This design comes from an exercise in tuning for small area on the open sky130 flow, not from production work. The RTL was checked by simulation tests, not by an equivalence proof against the original design. Power is estimated from default activity; no workload was simulated.

==> design/flow/design.v <==
module permute_unit (
    input  logic         reset,
    input  logic [4:0]   opcode,
    input  logic [127:0] ra,
    input  logic [7:0]   rb,
    input  logic [6:0]   i7,
    output logic         is_perm,
    output logic [127:0] value
);
    logic [2:0]   nbits;
    logic [4:0]   nbytes;
    logic         is_shift, is_rot, is_gbb, is_gbh, is_gb;
    logic [15:0]  keep_byte;
    logic [6:0]   keep_low;
    logic [127:0] keep;
    logic [127:0] rot;
    logic [15:0]  gather;
    function automatic logic [5:0] rot_sel(input logic [2:0] nbits, input logic [3:0] nbytes);
        if (nbits != 3'd0)
            case (nbits)
                3'd1: rot_sel = 6'd17;
                3'd2: rot_sel = 6'd14;
                3'd3: rot_sel = 6'd31;
                3'd4: rot_sel = 6'd18;
                3'd5: rot_sel = 6'd33;
                3'd6: rot_sel = 6'd52;
                3'd7: rot_sel = 6'd47;
                default: rot_sel = 6'd0;
            endcase
        else
            case (nbytes)
                4'd0: rot_sel = 6'd0;
                4'd1: rot_sel = 6'd34;
                4'd2: rot_sel = 6'd1;
                4'd3: rot_sel = 6'd35;
                4'd4: rot_sel = 6'd4;
                4'd5: rot_sel = 6'd38;
                4'd6: rot_sel = 6'd5;
                4'd7: rot_sel = 6'd39;
                4'd8: rot_sel = 6'd24;
                4'd9: rot_sel = 6'd58;
                4'd10: rot_sel = 6'd25;
                4'd11: rot_sel = 6'd59;
                4'd12: rot_sel = 6'd28;
                4'd13: rot_sel = 6'd62;
                4'd14: rot_sel = 6'd29;
                4'd15: rot_sel = 6'd63;
                default: rot_sel = 6'd0;
            endcase
    endfunction
    always_comb
    begin
        nbits    = 3'd0;
        nbytes   = 5'd0;
        is_shift = 1'b0;
        is_rot   = 1'b0;
        is_gbb   = 1'b0;
        is_gbh   = 1'b0;
        is_gb    = 1'b0;
        case (opcode)
            5'd1:   begin is_shift = 1'b1; nbits  = rb[2:0]; end
            5'd2:  begin is_shift = 1'b1; nbits  = i7[2:0]; end
            5'd3:   begin is_shift = 1'b1; nbytes = rb[4:0]; end
            5'd4:  begin is_shift = 1'b1; nbytes = i7[4:0]; end
            5'd5: begin is_shift = 1'b1; nbytes = rb[7:3]; end
            5'd6:   begin is_rot = 1'b1;   nbits  = rb[2:0]; end
            5'd7:  begin is_rot = 1'b1;   nbits  = i7[2:0]; end
            5'd8:   begin is_rot = 1'b1;   nbytes = {1'b0, rb[3:0]}; end
            5'd9:  begin is_rot = 1'b1;   nbytes = {1'b0, i7[3:0]}; end
            5'd10: begin is_rot = 1'b1;   nbytes = {1'b0, rb[6:3]}; end
            5'd11:      is_gbb = 1'b1;
            5'd12:      is_gbh = 1'b1;
            5'd13:       is_gb  = 1'b1;
            default: ;
        endcase
    end
    assign is_perm = ~reset & (is_shift | is_rot | is_gbb | is_gbh | is_gb);
    always_comb
    begin
        for (int j = 0; j < 16; j++)
            keep_byte[j] = ~reset & (is_rot | (is_shift & ({1'b0, 4'(j)} >= nbytes)));
        for (int i = 0; i < 7; i++)
            keep_low[i] = keep_byte[0] & (is_rot | (3'(i) >= nbits));
        for (int k = 0; k < 128; k++)
            keep[k] = keep_byte[k / 8];
        keep[6:0] = keep_low;
    end
    perm_rotator u_rot (
        .ra    (ra),
        .sel   (rot_sel(nbits, nbytes[3:0])),
        .keepn (~keep),
        .y     (rot)
    );
    always_comb
    begin
        gather = '0;
        for (int j = 0; j < 16; j++)
            gather[15 - j] = gather[15 - j] | (is_gbb & ra[120 - 8 * j]);
        for (int j = 0; j < 8; j++)
            gather[7 - j] = gather[7 - j] | (is_gbh & ra[112 - 16 * j]);
        for (int j = 0; j < 4; j++)
            gather[3 - j] = gather[3 - j] | (is_gb & ra[96 - 32 * j]);
        if (reset)
            gather = '0;
    end
    assign value = rot | {16'd0, gather, 96'd0};
endmodule
module perm_rotator (
    input  logic [127:0] ra,
    input  logic [5:0]   sel,
    input  logic [127:0] keepn,
    output logic [127:0] y
);
    logic [127:0] l0, l1, l2, l3, l4, l5, l6;
    assign l0 = ra;
    assign l1 = sel[0] ? {l0[111:0], l0[127:112]} : l0;
    assign l2 = sel[1] ? {l1[108:0], l1[127:109]} : l1;
    assign l3 = sel[2] ? {l2[95:0], l2[127:96]} : l2;
    assign l4 = sel[3] ? {l3[48:0], l3[127:49]} : l3;
    assign l5 = sel[4] ? {l4[14:0], l4[127:15]} : l4;
    assign l6 = sel[5] ? {l5[10:0], l5[127:11]} : l5;
    assign y = l6 & ~keepn;
endmodule
module branch_unit (
    input  logic         reset,
    input  logic [4:0]   opcode,
    input  logic [31:0]  rt_word,
    input  logic [15:0]  i16,
    input  logic [17:0]  pc,
    output logic         is_branch,
    output logic         is_link,
    output logic [17:0]  link,
    output logic         taken,
    output logic [17:0]  next_pc
);
    logic [17:0] relative_target;
    logic [17:0] absolute_target;
    logic [17:0] link_pc;
    logic        word_nz, half_nz;
    logic        op_rel, op_abs, op_cond, cond;
    logic [16:0] rc, lc;
    logic [15:0] rs, ls;
    always_comb
    begin
        rc[0] = 1'b0;
        lc[0] = 1'b1;
        for (int k = 0; k < 16; k++)
        begin
            rs[k]     = pc[k + 2] ^ i16[k] ^ rc[k];
            rc[k + 1] = (pc[k + 2] & i16[k]) | (rc[k] & (pc[k + 2] ^ i16[k]));
            ls[k]     = pc[k + 2] ^ lc[k];
            lc[k + 1] = pc[k + 2] & lc[k];
        end
    end
    assign relative_target = {rs, pc[1:0]};
    assign absolute_target = {i16, 2'b00};
    assign link_pc         = {ls, pc[1:0]};
    assign word_nz = |rt_word;
    assign half_nz = |rt_word[15:0];
    always_comb
    begin
        is_branch = 1'b0;
        is_link   = 1'b0;
        op_rel    = 1'b0;
        op_abs    = 1'b0;
        op_cond   = 1'b0;
        cond      = 1'b0;
        case (opcode)
            5'd14:    begin is_branch = 1'b1; op_rel = 1'b1; end
            5'd15:   begin is_branch = 1'b1; op_abs = 1'b1; end
            5'd16:  begin is_branch = 1'b1; op_rel = 1'b1; is_link = 1'b1; end
            5'd17: begin is_branch = 1'b1; op_abs = 1'b1; is_link = 1'b1; end
            5'd18:  begin is_branch = 1'b1; op_cond = 1'b1; cond = word_nz; end
            5'd19:   begin is_branch = 1'b1; op_cond = 1'b1; cond = ~word_nz; end
            5'd20: begin is_branch = 1'b1; op_cond = 1'b1; cond = half_nz; end
            5'd21:  begin is_branch = 1'b1; op_cond = 1'b1; cond = ~half_nz; end
            default: ;
        endcase
        if (reset)
        begin
            is_branch = 1'b0;
            is_link   = 1'b0;
            op_rel    = 1'b0;
            op_abs    = 1'b0;
            op_cond   = 1'b0;
        end
    end
    assign taken = op_rel | op_abs | (op_cond & cond);
    assign link  = is_link ? link_pc : 18'd0;
    logic sel_rel, sel_link;
    assign sel_rel  = op_rel | (op_cond & cond);
    assign sel_link = op_cond & ~cond;
    br_sel u_sel (
        .a  (relative_target[17:2]),
        .b  (absolute_target[17:2]),
        .c  (link_pc[17:2]),
        .sa (sel_rel),
        .sb (op_abs),
        .sc (sel_link),
        .y  (next_pc[17:2])
    );
    assign next_pc[1:0] = pc[1:0] & {2{op_rel | sel_link}};
endmodule
module br_sel (
    input  logic [15:0] a,
    input  logic [15:0] b,
    input  logic [15:0] c,
    input  logic        sa,
    input  logic        sb,
    input  logic        sc,
    output logic [15:0] y
);
    assign y = (a & {16{sa}}) | (b & {16{sb}}) | (c & {16{sc}});
endmodule
module entry_expand (
    input  logic [136:0] c,
    output logic [142:0] entry
);
    logic b, w, v;
    assign b = c[136];
    assign w = c[135];
    assign v = b | w;
    assign entry = {v, b, v, c[127:0], w, c[134:128], 1'b0, w & ~b, 1'b0, b};
endmodule
module forward_chain (
    input  logic                    clock,
    input  logic                    reset,
    input  logic [136:0]            stage_d,    
    output logic [142:0]            fw_stage1,
    output logic [142:0]            fw_stage2,
    output logic [142:0]            fw_stage3,
    output logic [142:0]            fw_stage4,
    output logic [142:0]            fw_stage5,
    output logic [142:0]            fw_stage6,
    output logic [142:0]            fw_stage7,
    output logic [142:0]            result
);
    logic [136:0] stage1_q;
    logic [136:0] stage2_qn;
    logic [136:0] stage3_qn;
    logic [136:0] stage4_qn;
    logic [136:0] stage5_qn;
    logic [136:0] stage6_qn;
    logic [136:0] stage7_qn;
    logic [136:0] result_qn;
    logic [8:2]   invalid;
    always_ff @(posedge clock)
    begin
        stage1_q  <= stage_d;
        stage2_qn <= ~stage1_q;
        stage3_qn <= stage2_qn;
        stage4_qn <= stage3_qn;
        stage5_qn <= stage4_qn;
        stage6_qn <= stage5_qn;
        stage7_qn <= stage6_qn;
        result_qn <= stage7_qn;
        invalid   <= {invalid[7:2], 1'b0} | {7{reset}};
    end
    entry_expand u_e1 (.c(stage1_q), .entry(fw_stage1));
    entry_expand u_e2 (.c(~(stage2_qn | {137{invalid[2]}})), .entry(fw_stage2));
    entry_expand u_e3 (.c(~(stage3_qn | {137{invalid[3]}})), .entry(fw_stage3));
    entry_expand u_e4 (.c(~(stage4_qn | {137{invalid[4]}})), .entry(fw_stage4));
    entry_expand u_e5 (.c(~(stage5_qn | {137{invalid[5]}})), .entry(fw_stage5));
    entry_expand u_e6 (.c(~(stage6_qn | {137{invalid[6]}})), .entry(fw_stage6));
    entry_expand u_e7 (.c(~(stage7_qn | {137{invalid[7]}})), .entry(fw_stage7));
    entry_expand u_e8 (.c(~(result_qn | {137{invalid[8]}})), .entry(result));
endmodule
module odd_pipe (
    input  logic         clock,
    input  logic         reset,
    input  logic [4:0]   issue_opcode,
    input  logic [127:0] issue_ra,
    input  logic [127:0] issue_rb,
    input  logic [127:0] issue_rt_data,
    input  logic [6:0]   issue_rt_address,
    input  logic [6:0]   issue_i7,
    input  logic [15:0]  issue_i16,
    input  logic [31:0]  issue_pc,
    output logic [142:0] fw_stage1,
    output logic [142:0] fw_stage2,
    output logic [142:0] fw_stage3,
    output logic [142:0] fw_stage4,
    output logic [142:0] fw_stage5,
    output logic [142:0] fw_stage6,
    output logic [142:0] fw_stage7,
    output logic [142:0] result,
    output logic         branch_taken,
    output logic [31:0]  next_pc
);
    logic         perm_b, perm_w;
    logic [127:0] perm_value;
    logic         br_b, br_w;
    logic [17:0]  br_link;
    logic         br_taken;
    logic [17:0]  br_next_pc;
    logic [136:0] stage1_d;
    logic         taken_q;
    logic [17:0]  next_pc_q;
    permute_unit u_permute (
        .reset    (reset),
        .opcode   (issue_opcode),
        .ra       (issue_ra),
        .rb       (issue_rb[7:0]),
        .i7       (issue_i7),
        .is_perm  (perm_w),
        .value    (perm_value)
    );
    branch_unit u_branch (
        .reset    (reset),
        .opcode   (issue_opcode),
        .rt_word  (issue_rt_data[127:96]),
        .i16      (issue_i16),
        .pc       (issue_pc[17:0]),
        .is_branch(br_b),
        .is_link  (br_w),
        .link     (br_link),
        .taken    (br_taken),
        .next_pc  (br_next_pc)
    );
    assign perm_b = 1'b0;
    always_comb
    begin
        stage1_d = {br_b, perm_w | br_w,
                    issue_rt_address & {7{perm_w | br_b}},
                    perm_value | {14'd0, br_link, 96'd0}};
    end
    always_ff @(posedge clock)
    begin
        taken_q   <= br_taken;
        next_pc_q <= br_next_pc;
    end
    assign branch_taken = taken_q;
    assign next_pc      = {14'd0, next_pc_q};
    forward_chain u_chain (
        .clock     (clock),
        .reset     (reset),
        .stage_d   (stage1_d),
        .fw_stage1 (fw_stage1),
        .fw_stage2 (fw_stage2),
        .fw_stage3 (fw_stage3),
        .fw_stage4 (fw_stage4),
        .fw_stage5 (fw_stage5),
        .fw_stage6 (fw_stage6),
        .fw_stage7 (fw_stage7),
        .result    (result)
    );
endmodule
==> design/flow/flow/run.sh <==
#!/bin/bash
# Layout flow:
#  2. the same synthesis again, with the rotator and the branch target
#     select swapped for cell-level versions (flow/genrot.py,
#     flow/gensel.py);
#  3. the rest of the combinational logic mapped again for area, those
#     cells, the full and half adders and all registers left as they are;
#  4. the registers checked against the standard synthesis (same names and
#     cells), else the standard netlist is remapped instead;
#  5. the standard layout, with the smallest buffer on the ports, pins one
#     track apart (the clock pin placed first, with room around it:
#     flow/pins.tcl) and a clock tree without dummy loads.
# Each tool's output goes to its own log here.
set -euo pipefail
bash standard.sh synth > synth.log 2>&1

RES=orfs/results/sky130hd/odd_pipe/base
LIB=$FLOW_HOME/platforms/sky130hd/lib/sky130_fd_sc_hd__tt_025C_1v80.lib
cp $RES/1_2_yosys.v 1_2_yosys_standard.v

# 2. synthesis with the cell-level rotator
python3 flow/genrot.py > cells_struct.v
python3 flow/gensel.py >> cells_struct.v
python3 flow/swapmod.py design.v cells_struct.v > design_mine.v
sed "s#$PWD/design.v#$PWD/design_mine.v#" config.mk > config_mine.mk
sed "s#$PWD/config.mk#$PWD/config_mine.mk#g;s#$PWD/orfs#$PWD/orfs_mine#g" standard.sh > standard_mine.sh
bash standard_mine.sh synth > synth_mine.log 2>&1
MINE=orfs_mine/results/sky130hd/odd_pipe/base/1_2_yosys.v

# 3. area remap of the other combinational cells
python3 flow/mkmap.py $LIB cells_map.v > mkmap.log 2>&1
DU=""
for c in $(sed -n 's/^export DONT_USE_CELLS += *//p;/^ *sky130_fd_sc_hd__lpflow/p;/^ *sky130_fd_sc_hd__probe/p' $FLOW_HOME/platforms/sky130hd/config.mk | tr -d '\\'); do
  DU="$DU -dont_use $c"
done
printf 'set_driving_cell sky130_fd_sc_hd__buf_1\nset_load 5\n' > abc.constr
remap() {
  cat > remap_$3.ys <<EOT
read_liberty -lib $LIB
read_verilog $1
hierarchy -top $FLOW_TOP
select -set keep c:u_permute.u_rot.* c:u_branch.u_sel.* t:sky130_fd_sc_hd__fa_* t:sky130_fd_sc_hd__ha_*
techmap -map cells_map.v c:* @keep %d
techmap
opt -purge
abc -script $PWD/flow/remap.abc -liberty $LIB $DU -constr $PWD/abc.constr -D 8000
opt_clean -purge
splitnets
opt_clean -purge
hilomap -singleton -hicell sky130_fd_sc_hd__conb_1 HI -locell sky130_fd_sc_hd__conb_1 LO
insbuf -buf sky130_fd_sc_hd__buf_1 A X
opt_clean -purge
write_verilog -noattr -nohex -nodec $2
EOT
  yosys -s remap_$3.ys > remap_$3.log 2>&1
}

# 4. keep the cell-level rotator only if the registers match the standard ones
if remap $MINE remapped_mine.v mine && python3 flow/regcheck.py 1_2_yosys_standard.v remapped_mine.v > regcheck.log 2>&1; then
  cp remapped_mine.v $RES/1_2_yosys.v
else
  remap 1_2_yosys_standard.v remapped_standard.v standard
  python3 flow/regcheck.py 1_2_yosys_standard.v remapped_standard.v > regcheck_standard.log 2>&1
  cp remapped_standard.v $RES/1_2_yosys.v
fi
rm -f $RES/1_synth.odb

# 5. layout
export BUFFER_PORTS_ARGS="-buffer_cell sky130_fd_sc_hd__buf_1"
export CTS_ARGS="-sink_clustering_enable -repair_clock_nets -dont_use_dummy_load -buf_list {sky130_fd_sc_hd__clkbuf_8} -sink_clustering_buffer sky130_fd_sc_hd__clkbuf_16 -sink_clustering_size 30 -sink_clustering_max_diameter 80"
export PLACE_PINS_ARGS="-min_distance 1 -min_distance_in_tracks -corner_avoidance 6"
export PRE_IO_PLACEMENT_TCL=$PWD/flow/pins.tcl
bash standard.sh finish > layout.log 2>&1
==> design/flow/flow/genrot.py <==
#!/usr/bin/env python3
# The permute unit's rotator, perm_rotator: ra rotated left by the sum of the
# level amounts D[j] whose sel[j] is set, then cleared where keepn is set.
#   genrot.py        the module as sky130 cells (for the layout flow): five
#                    o22ai levels (each a 2:1 select that inverts) and a last
#                    a221oi level that selects, inverts back and clears
#   genrot.py --rtl  the same module in plain SystemVerilog, and the table
#                    from shift amounts to level selects
# Six levels suffice because every amount the unit needs (bits 0..7 and
# multiples of 8 bits) is a sum of some of D modulo 128.
import sys

D = [16, 19, 32, 79, 113, 117]
K = len(D)
P = 'sky130_fd_sc_hd__'


def table():
    best = {}
    for mask in range(1 << K):
        s = sum(D[j] for j in range(K) if mask >> j & 1) % 128
        if s not in best or bin(mask).count('1') < bin(best[s]).count('1'):
            best[s] = mask
    return best


def rtl():
    b = table()
    o = ['// ra rotated left by the sum of D[j] over the set',
         f'// bits of sel, D = {D}, then cleared where keepn is set (written by',
         '// gen/genrot.py --rtl)',
         'module perm_rotator (',
         '    input  logic [127:0] ra,',
         f'    input  logic [{K - 1}:0]   sel,',
         '    input  logic [127:0] keepn,',
         '    output logic [127:0] y',
         ');']
    o.append('    logic [127:0] ' + ', '.join(f'l{j}' for j in range(K + 1)) + ';')
    o.append('    assign l0 = ra;')
    for j, d in enumerate(D):
        o.append(f'    assign l{j + 1} = sel[{j}] ? {{l{j}[{127 - d}:0], l{j}[127:{128 - d}]}} : l{j};')
    o.append(f'    assign y = l{K} & ~keepn;')
    o.append('endmodule')
    o.append('')
    o.append('// level selects for a rotation by nbits (1..7) or by 8 * nbytes')
    o.append(f'function automatic logic [{K - 1}:0] rot_sel(input logic [2:0] nbits, input logic [3:0] nbytes);')
    o.append('    if (nbits != 3\'d0)')
    o.append('        case (nbits)')
    for n in range(1, 8):
        o.append(f"            3'd{n}: rot_sel = {K}'d{b[n]};")
    o.append(f"            default: rot_sel = {K}'d0;")
    o.append('        endcase')
    o.append('    else')
    o.append('        case (nbytes)')
    for m in range(16):
        o.append(f"            4'd{m}: rot_sel = {K}'d{b[8 * m % 128]};")
    o.append(f"            default: rot_sel = {K}'d0;")
    o.append('        endcase')
    o.append('endfunction')
    return '\n'.join(o)


def cells():
    o = ['module perm_rotator (ra, sel, keepn, y);',
         '  input [127:0] ra;', f'  input [{K - 1}:0] sel;', '  input [127:0] keepn;',
         '  output [127:0] y;']
    cur = 'ra'
    for n, d in enumerate(D):
        last = n == K - 1
        nxt = 'y' if last else f'l{n}'
        if not last:
            o.append(f'  wire [127:0] {nxt};')
        o.append(f'  wire sn{n};')
        o.append(f'  {P}inv_1 si{n} (.A(sel[{n}]), .Y(sn{n}));')
        for i in range(128):
            a, b = f'{cur}[{(i - d) % 128}]', f'{cur}[{i}]'
            if not last:
                o.append(f'  {P}o22ai_1 m{n}_{i} (.A1({a}), .A2(sn{n}), .B1({b}), .B2(sel[{n}]), .Y({nxt}[{i}]));')
            else:
                o.append(f'  {P}a221oi_1 m{n}_{i} (.A1({a}), .A2(sel[{n}]), .B1({b}), .B2(sn{n}), '
                         f'.C1(keepn[{i}]), .Y(y[{i}]));')
        cur = nxt
    o.append('endmodule')
    return '\n'.join(o)


print(rtl() if '--rtl' in sys.argv else cells())
==> design/flow/flow/gensel.py <==
#!/usr/bin/env python3
# Writes br_sel (see rtl/branch_unit.sv) as sky130 cells: per bit an
# a222oi (and-or-invert of the three selected words) and an inverter.
# usage: gensel.py > sel_struct.v
P = 'sky130_fd_sc_hd__'
o = ['module br_sel (a, b, c, sa, sb, sc, y);',
     '  input [15:0] a;', '  input [15:0] b;', '  input [15:0] c;',
     '  input sa;', '  input sb;', '  input sc;', '  output [15:0] y;', '  wire [15:0] yn;']
for k in range(16):
    o.append(f'  {P}a222oi_1 m{k} (.A1(a[{k}]), .A2(sa), .B1(b[{k}]), .B2(sb), .C1(c[{k}]), .C2(sc), .Y(yn[{k}]));')
    o.append(f'  {P}inv_1 n{k} (.A(yn[{k}]), .Y(y[{k}]));')
o.append('endmodule')
print('\n'.join(o))
==> design/flow/flow/mkmap.py <==
#!/usr/bin/env python3
# Writes a techmap file that turns every combinational cell of a liberty
# file back into plain logic, from the cell's own function attributes.
# usage: mkmap.py LIBERTY OUT.v
import re, sys

txt = open(sys.argv[1]).read()
heads = list(re.finditer(r'\n\s*cell\s*\(\s*"?(\w+)"?\s*\)\s*\{', txt))
out = []
for k, m in enumerate(heads):
    body = txt[m.end():heads[k + 1].start() if k + 1 < len(heads) else len(txt)]
    if re.search(r'\b(ff|latch|statetable)\s*\(', body):
        continue
    pins = [(p.group(1), p.start()) for p in re.finditer(r'\n\s*pin\s*\(\s*"?(\w+)"?\s*\)', body)]
    ins, outs, ok = [], [], True
    for j, (p, s) in enumerate(pins):
        pb = body[s:pins[j + 1][1] if j + 1 < len(pins) else len(body)]
        d = re.search(r'direction\s*:\s*"?(\w+)"?', pb)
        if not d:
            continue
        if d.group(1) == 'input':
            ins.append(p)
        elif d.group(1) == 'output':
            f = re.search(r'\bfunction\s*:\s*"([^"]*)"', pb)
            if not f:
                ok = False
                break
            outs.append((p, f.group(1)))
        else:
            ok = False
    if not ok or not outs:
        continue

    def conv(f):
        f = f.replace('!', '~')
        f = re.sub(r'(\w)\s+(?=[\w(~])', r'\1&', f)
        f = re.sub(r'\)\s+(?=[\w(~])', ')&', f)
        return f.replace('*', '&').replace('+', '|')

    s = f"module {m.group(1)}({', '.join(ins + [o for o, _ in outs])});\n"
    s += ''.join(f"  input {p};\n" for p in ins)
    s += ''.join(f"  output {o};\n  assign {o} = {conv(f)};\n" for o, f in outs)
    out.append(s + "endmodule\n")
open(sys.argv[2], 'w').write('\n'.join(out))
==> design/flow/flow/pins.tcl <==
# Before pin placement: the clock pin goes to the middle of the left edge and
# no other pin comes within 6 um of it, since the clock net is routed with
# wider spacing than the pins one track apart would leave.
set block [ord::get_db_block]
set dbu [$block getDbUnitsPerMicron]
set h [expr {[[$block getDieArea] dy] / double($dbu)}]
set y [expr {round($h / 2.0)}]
place_pin -pin_name clock -layer met3 -location [list 0 $y] -pin_size {0.8 0.3} -force_to_die_boundary
set ::env(PLACE_PINS_ARGS) "$::env(PLACE_PINS_ARGS) -exclude left:[expr {$y - 6}]-[expr {$y + 6}]"
==> design/flow/flow/regcheck.py <==
#!/usr/bin/env python3
# Exit 0 when two netlists hold the same flip-flops: the same instance names,
# each of the same cell type.
# usage: regcheck.py A.v B.v
import re, sys

def regs(path):
    r = {}
    for m in re.finditer(r'^\s*(sky130_fd_sc_hd__(?:df|edf|sdf|dl)\w*)\s+(\S+)\s*\(', open(path).read(), re.M):
        r[m.group(2)] = m.group(1)
    return r

a, b = regs(sys.argv[1]), regs(sys.argv[2])
print(f'{len(a)} and {len(b)} registers')
if a != b:
    print('differ:', sorted(set(a.items()) ^ set(b.items()))[:10])
    sys.exit(1)
==> design/flow/flow/remap.abc <==
strash
ifraig
dc2
dch -f
amap -m -F 4 -A 10
strash
dch -f
amap -m -F 4 -A 10
topo
==> design/flow/flow/swapmod.py <==
#!/usr/bin/env python3
# Replaces each module of NEW.v in a Verilog file with NEW.v's version.
# usage: swapmod.py DESIGN.v NEW.v > OUT.v
import re, sys
src = open(sys.argv[1]).read()
new = open(sys.argv[2]).read()
for m in re.finditer(r'^\s*module\s+(\w+)\b.*?^\s*endmodule\b', new, re.S | re.M):
    old = re.search(r'^\s*module\s+' + m.group(1) + r'\b.*?^\s*endmodule\b', src, re.S | re.M)
    if not old:
        sys.exit(f'module {m.group(1)} not found')
    src = src[:old.start()] + '\n' + m.group(0) + '\n' + src[old.end():]
sys.stdout.write(src)
==> design/flow/standard.sh <==
#!/bin/bash
# synth_recipe.tcl (not shown) runs the flow's synth.tcl, then flattens the netlist and writes it again
# the make line also repeats each setting of config.mk as NAME=value (left out here)
make -C /OpenROAD-flow-scripts/flow DESIGN_CONFIG=/design/flow/config.mk WORK_HOME=/design/flow/orfs CLKGATE_MAP_FILE= SYNTH_SCRIPT=/design/flow/synth_recipe.tcl "${@:-finish}"
==> design/flow/config.mk <==
export PLATFORM = sky130hd
export DESIGN_NAME = odd_pipe
export DESIGN_NICKNAME = odd_pipe
export VERILOG_FILES = /design/flow/design.v
export SDC_FILE = /design/flow/constraint.sdc
export NUM_CORES = 8
export LEC_CHECK = 0
export CAP_MARGIN = 20
export CORE_AREA = 5 5 265 265
export DIE_AREA = 0 0 270 270
export SLEW_MARGIN = 20
==> design/flow/constraint.sdc <==
create_clock -name core_clock -period 8.0 [get_ports {clock}]
set_input_delay 1.6000 -clock core_clock [delete_from_list [all_inputs] [get_ports {clock}]]
set_output_delay 1.6000 -clock core_clock [all_outputs]
set_load 0.01 [all_outputs]
==> out/results.txt, run 1 <==
M1 WL: 55.8 mm
Met3 wire len: 21.4 mm
Port bufs: 1367
TritonCTS clock tree: built
Cell Chain, Critical Path: buf_1 > ha_1 > fa_1 > fa_1 > fa_1 > fa_1 > fa_1 > fa_1 > fa_1 > fa_1 > fa_1 > fa_1 > fa_1 > fa_1 > fa_1 > fa_1 > nor2_1 > a21oi_1 > a222oi_1 > inv_1
H-Tree Depth: 2
DP HPWL: 123 mm
Core Box Area: 67200 um^2
Final Routed Wirelength: 154 mm
Largest net degree at the start of global routing: 129
Clk sinks: 1122
F_max: 133 MHz
Synth-to-layout area growth: 23.6%
Detail Route Antenna Nets: 0
RSZ-0062 raised after global routing: false
Yosys warns: 4
WHS: 0.251 ns
Hold Fails Final Rpt: 0
Die X: 270 um
Worst-path fanout max: 2
Via Count: 33142
GRT Total Usage: 0.395
Total grt overflow: 0
Critical Path RT: 8.60 ns
IO Count: 1629
Die H: 270 um
Static leakage: 14.7 nW
Final Cycle Share: 0.939
Avg WL per Cell: 27.2 um
Iteration-0 DRC Markers: 4061
Worst skew pair latency: 0.78 ns
Initial antenna violation count: 32
Top Layer Used: met5
Worst-Margin Slew: 1.11 ns
CP most frequent cell: fa_1
Slowest stage delay, CP: 0.42 ns
Root Driver: clkbuf_8
Clk pin slew, worst setup/hold paths: 0.11 ns
Minimum clock period: 7.52 ns
Final setup violation count: 0
Final WS setup: 0.484 ns
Max-cap check violation count: 0
Element type at the critical path start: input pin
Post-placement setup slack: -0.131 ns
Routability Congestion: 1.14
Initial core utilization: 0.504
Power Dens Cells: 255 nW/um^2
Vias in the first global route: 30430
Final nets: 5260
CP max stage cell: fa_1
Syn Inst Count: 3334
Normalized max-slew margin: 0.259
1st-pass router iterations: 7
CP Capture Type: register
Post-CTS Resized: 0
Residual DRC: 0
Status: finished clean
Final Max Tran Viols: 0
Post-CTS setup buffer count: 0
Hold bufs inserted after CTS: 0
TritonCTS Buffers: 47
Routed vias/inst: 5.84
Clk_skew: 0.106 ns
Kind of critical path: in2reg
Crit path DAT: 8.11 ns
Metal2 WL: 66.4 mm
Post-Syn Area per Cell: 10.1 um^2
Max VDD drop: 209 uV
# rows: 95
Share of layout cells above drive strength 1: 0.0272
First-pass GRT wire length: 216 mm
Layout Utilization: 0.623
Die area: 72900 um^2
Post-Syn Area: 33800 um^2
Hold WC Path Type: reg2reg
CTS Buffer Depth: 3
[final timing paths]
| kind | cells after the start | start | endpoint | slack, ns |
|---|---|---|---|---|
| worst min register to register | 0 | u_chain.stage3_qn[20] | u_chain.stage4_qn[20] | 0.25 |
| worst max-delay path | 20 | issue_pc[2] | next_pc_q[17] | 0.48 |
| worst max register to register | 2 | u_chain.invalid[4] | u_chain.invalid[5] | 6.59 |
| worst min-delay path | 0 | u_chain.stage3_qn[20] | u_chain.stage4_qn[20] | 0.25 |
[worst max-delay path, delay by kind of cell]
| family | cells | cell delay [ns] |
|---|---|---|
| adder cells (fa/ha/maj) | 15 | 5.82 |
| buffers and inverters | 2 | 0.17 |
| AO/OA/AOI/OAI | 2 | 0.37 |
| AND/OR/NAND/NOR | 1 | 0.13 |
[layer usage]
| layer | track usage | vias up |
|---|---|---|
| met4 | 0.217 | 14 |
| met1 | 0.466 | 15418 |
| li1 | - | 14722 |
| met5 | 0.0125 | - |
| met2 | 0.603 | 2388 |
| met3 | 0.177 | 600 |
[placed cells by master (no fill, tap or decap), types with 2 or more instances in the layout]
cell type and instances:
o21ai_1 3, a222oi_1 20, buf_1 1367, fa_1 14, nor4_1 10, conb_1 30
o21ai_0 21, o21a_1 4, inv_1 16, a21o_1 2, a221oi_1 132, clkbuf_16 42
diode_2 28, buf_4 44, inv_2 3, nor2_1 984, or2_0 9, dfxtp_1 1115
nor2b_1 11, buf_12 9, nor2_2 2, a31oi_1 4, clkbuf_8 5, o22ai_1 652
dfxtp_4 7, ha_1 15, a221o_1 4, nand2_1 15, and4_1 2, o211ai_1 2
and2_0 7, o221ai_1 4, clkinv_2 6, nor3_1 12, nand2_4 3, clkinv_1 162
a21oi_1 22
[power breakdown]
| part | leakage [nW] | internal [mW] | switching (mW) | total (mW) |
|---|---|---|---|---|
| clock network | 0.554 | 0.988 | 1.61 | 2.60 |
| logic | 4.94 | 0.454 | 1.27 | 1.72 |
| registers | 9.20 | 6.07 | 0.282 | 6.36 |
[metrics by stage]
stage                     TNS [ns]  total power [mW]  cells  instance area [um^2]
after global placement      -0.127              8.08   5601                 40600
after detailed placement    -0.168              8.08   5601                 40600
after global routing             0              11.0   5667                 41800
after floorplan            -133.78              7.26   3363                 34000
after CTS                        0              10.6   5648                 41700
final                            0              10.7   5677                 41800
[state kept, by name (all words and copies together) (netlist names)]
| register | count |
|---|---|
| u_chain.stage2_qn | 137 |
| u_chain.invalid | 7 |
| u_chain.stage4_qn | 137 |
| u_chain.result_qn | 137 |
| next_pc_q | 18 |
| u_chain.stage3_qn | 137 |
| taken_q | 1 |
| u_chain.stage1_q | 137 |
| u_chain.stage7_qn | 137 |
| u_chain.stage6_qn | 137 |
| u_chain.stage5_qn | 137 |
[layout make-up]
class                      instances  area, um^2
fill                            5940       25300
timing repair buffer            1420        5640
sequential                      1122       22500
clock buffer                      47        1120
multi-input combinational       1998       10700
antenna                           28        70.1
inverter                         189         756
tap                              873        1090
==> inputs of run 2 (changes only) <==
--- a/design/flow/flow/run.sh
+++ b/design/flow/flow/run.sh
@@ -69,3 +69,3 @@
 export BUFFER_PORTS_ARGS="-buffer_cell sky130_fd_sc_hd__buf_1"
-export CTS_ARGS="-sink_clustering_enable -repair_clock_nets -dont_use_dummy_load -buf_list {sky130_fd_sc_hd__clkbuf_8} -sink_clustering_buffer sky130_fd_sc_hd__clkbuf_16 -sink_clustering_size 30 -sink_clustering_max_diameter 80"
+export CTS_ARGS="-sink_clustering_enable -repair_clock_nets -dont_use_dummy_load -buf_list {sky130_fd_sc_hd__clkbuf_16} -sink_clustering_size 30 -sink_clustering_max_diameter 80"
 export PLACE_PINS_ARGS="-min_distance 1 -min_distance_in_tracks -corner_avoidance 6"
==> out/results.txt, run 2 <==
Status: finished clean
Minimum clock period: 7.62 ns
Total power: 10.8 mW
Largest net degree at the start of global routing: 129
Detail Route Antenna Nets: 0
Post-CTS Resized: 0
Avg WL per Cell: 27.2 um
Post-Syn Area: 33800 um^2
TritonCTS clock tree: built
Via Count: 33315
Core Box Area: 67200 um^2
Hold WC Path Type: reg2reg
Routability Congestion: 1.14
Max VDD drop: 210 uV
DP HPWL: 123 mm
Final Max Tran Viols: 0
Share of layout cells above drive strength 1: 0.0272
Critical path depth: 20
Reg2reg end: u_chain.invalid[5]
Clk_skew: 0.0724 ns
Die X: 270 um
CP Launch Point: issue_pc[2]
Max-cap check violation count: 0
Worst Hold Path Cells: 0
Port bufs: 1367
Worst Hold Launch: u_chain.stage3_qn[20]
Yosys warns: 4
H-Tree Depth: 2
Root Driver: clkbuf_16
Syn Inst Count: 3334
Post-Syn Area per Cell: 10.1 um^2
Worst path bufs/invs: 2
Final Routed Wirelength: 154 mm
Worst-Margin Slew: 1.10 ns
Worst r2r path cells: 2
Slowest stage delay, CP: 0.42 ns
Routed vias/inst: 5.87
Total grt overflow: 0
Final setup violation count: 0
Clk sinks: 1122
Metal2 WL: 66.2 mm
Post-Layout Cell Count: 5679
IO Count: 1629
Die area: 72900 um^2
First-pass GRT wire length: 216 mm
Final nets: 5260
Sequential share of power: 0.591
Post-placement setup slack: -0.131 ns
Comb pwr share: 0.160
Crit path DAT: 8.12 ns
CP Capture Type: register
1st-pass router iterations: 8
Post-CTS setup buffer count: 0
TritonCTS Buffers: 47
Synth-to-layout area growth: 23.8%
Normalized max-slew margin: 0.261
M1 WL: 55.3 mm
Worst r2r src: u_chain.invalid[4]
Switching share of power: 0.295
Clk pwr share: 0.249
RSZ-0062 raised after global routing: false
CP most frequent cell: fa_1
Cell family with most CP delay: adder cells
Final Cycle Share: 0.953
Power Dens Cells: 257 nW/um^2
Psw: 3.18 mW
Residual DRC: 0
Hold bufs inserted after CTS: 0
Commonest cells after routing, fill and taps aside: 1367 x buf_1, 1115 x dfxtp_1, 984 x nor2_1
Worst skew pair latency: 0.64 ns
F_max: 131 MHz
Worst Hold End: u_chain.stage4_qn[20]
R2R Setup Slk: 6.58 ns
Top Layer Used: met5
Met3 wire len: 22.1 mm
DP Cell Count: 5601
GRT Total Usage: 0.395
Vias in the first global route: 30399
CTS Buffer Depth: 3
Most common cell after layout, fill and taps aside: buf_1
Final WS setup: 0.379 ns
Iteration-0 DRC Markers: 4224
Critical Path RT: 8.50 ns
Sum Neg Setup Slack: 0 ns
Die H: 270 um
Initial core utilization: 0.504
# rows: 95
Cell Chain, Critical Path: buf_1 > ha_1 > fa_1 > fa_1 > fa_1 > fa_1 > fa_1 > fa_1 > fa_1 > fa_1 > fa_1 > fa_1 > fa_1 > fa_1 > fa_1 > fa_1 > nor2_1 > a21oi_1 > a222oi_1 > inv_1
Initial antenna violation count: 31
Hold Fails Final Rpt: 0
Static leakage: 14.7 nW
Worst-path fanout max: 2
Clk pin slew, worst setup/hold paths: 0.11 ns
Kind of critical path: in2reg
CP max stage cell: fa_1
Element type at the critical path start: input pin
Internal Power: 7.59 mW
==> run 2: changes by cell type in the layout (fill, tap and decap cells not counted), sizes merged <==
cell and change:
diode +2
==> run 2: stage by stage <==
step,hold slack (ns),util,instance area (um^2)
3_3_place_gp,0.332,0.605,40600
2_1_floorplan,0.331,-,34000
5_1_grt,0.279,0.623,41900
4_1_cts,0.285,0.622,41800
6_report,0.276,0.624,41900
3_5_place_dp,0.335,0.605,40600
==> run 2: area by class of cell <==
type                    count  area [um^2]
diodes                     30         75.1
clock buffers              47         1180
fillers                  5928        25300
inverters                 189          756
multi-input cells        1998        10700
flip-flops and latches   1122        22500
well taps                 873         1090
repair buffers           1420         5640
==> run 2: worst max path at each step <==
stage / to / slack, ns
after floorplan: u_chain.stage1_q[96] / -1.18
after global placement: next_pc_q[17] / -0.13
after detailed placement: next_pc_q[17] / -0.13
after CTS: next_pc_q[17] / 0.46
after global routing: next_pc_q[17] / 0.16
final: next_pc_q[17] / 0.38
==> run 2: power by group through the flow <==
stage	clock network (mW)	logic, mW	registers [mW]
CTS	2.70	1.61	6.35
detailed placement	0	1.60	6.48
floorplan	0	0.841	6.42
global placement	0	1.62	6.45
global route	2.93	1.74	6.41
finish	2.68	1.72	6.36
==> run 2: metal layers <==
metal | global-route usage | up-vias
met5 | 0.0125 | -
met4 | 0.217 | 14
met3 | 0.177 | 597
met2 | 0.602 | 2520
met1 | 0.467 | 15441
li1 | - | 14743

[port drivers added, routing unchanged]
The flow's constraints put no driver on any port. The routed layouts listed below were extracted and timed again, unchanged, in two steps.
Step 1 (the two cells are an assumption about what drives the block):
set clk [get_ports {clock}]
set_driving_cell -lib_cell sky130_fd_sc_hd__clkbuf_16 $clk
set_driving_cell -lib_cell sky130_fd_sc_hd__buf_2 [delete_from_list [all_inputs] $clk]
Step 2 times the ports against the registers' clock, not the clock port: input delays grow and output delays shrink by t, the midpoint of the rising clock arrivals with the driver on.
a / b / c = ideal ports / drivers / drivers and shift; a / b = the first two.
run	t (ns)	slack for setup (ns)	worst setup path at the end	latest minus earliest clock arrival (ns)
run 1	0.752	0.484 / 0.500 / -0.252	input to register	0.152 / 0.152
run 2	0.642	0.379 / 0.398 / -0.244	input to register	0.116 / 0.116
With both steps, setup timing fails in run 1 and run 2, where it was met with ideal ports. For run 1, which loses most, drivers alone change the setup slack by +0.016 ns; drivers and shift together by -0.736 ns.
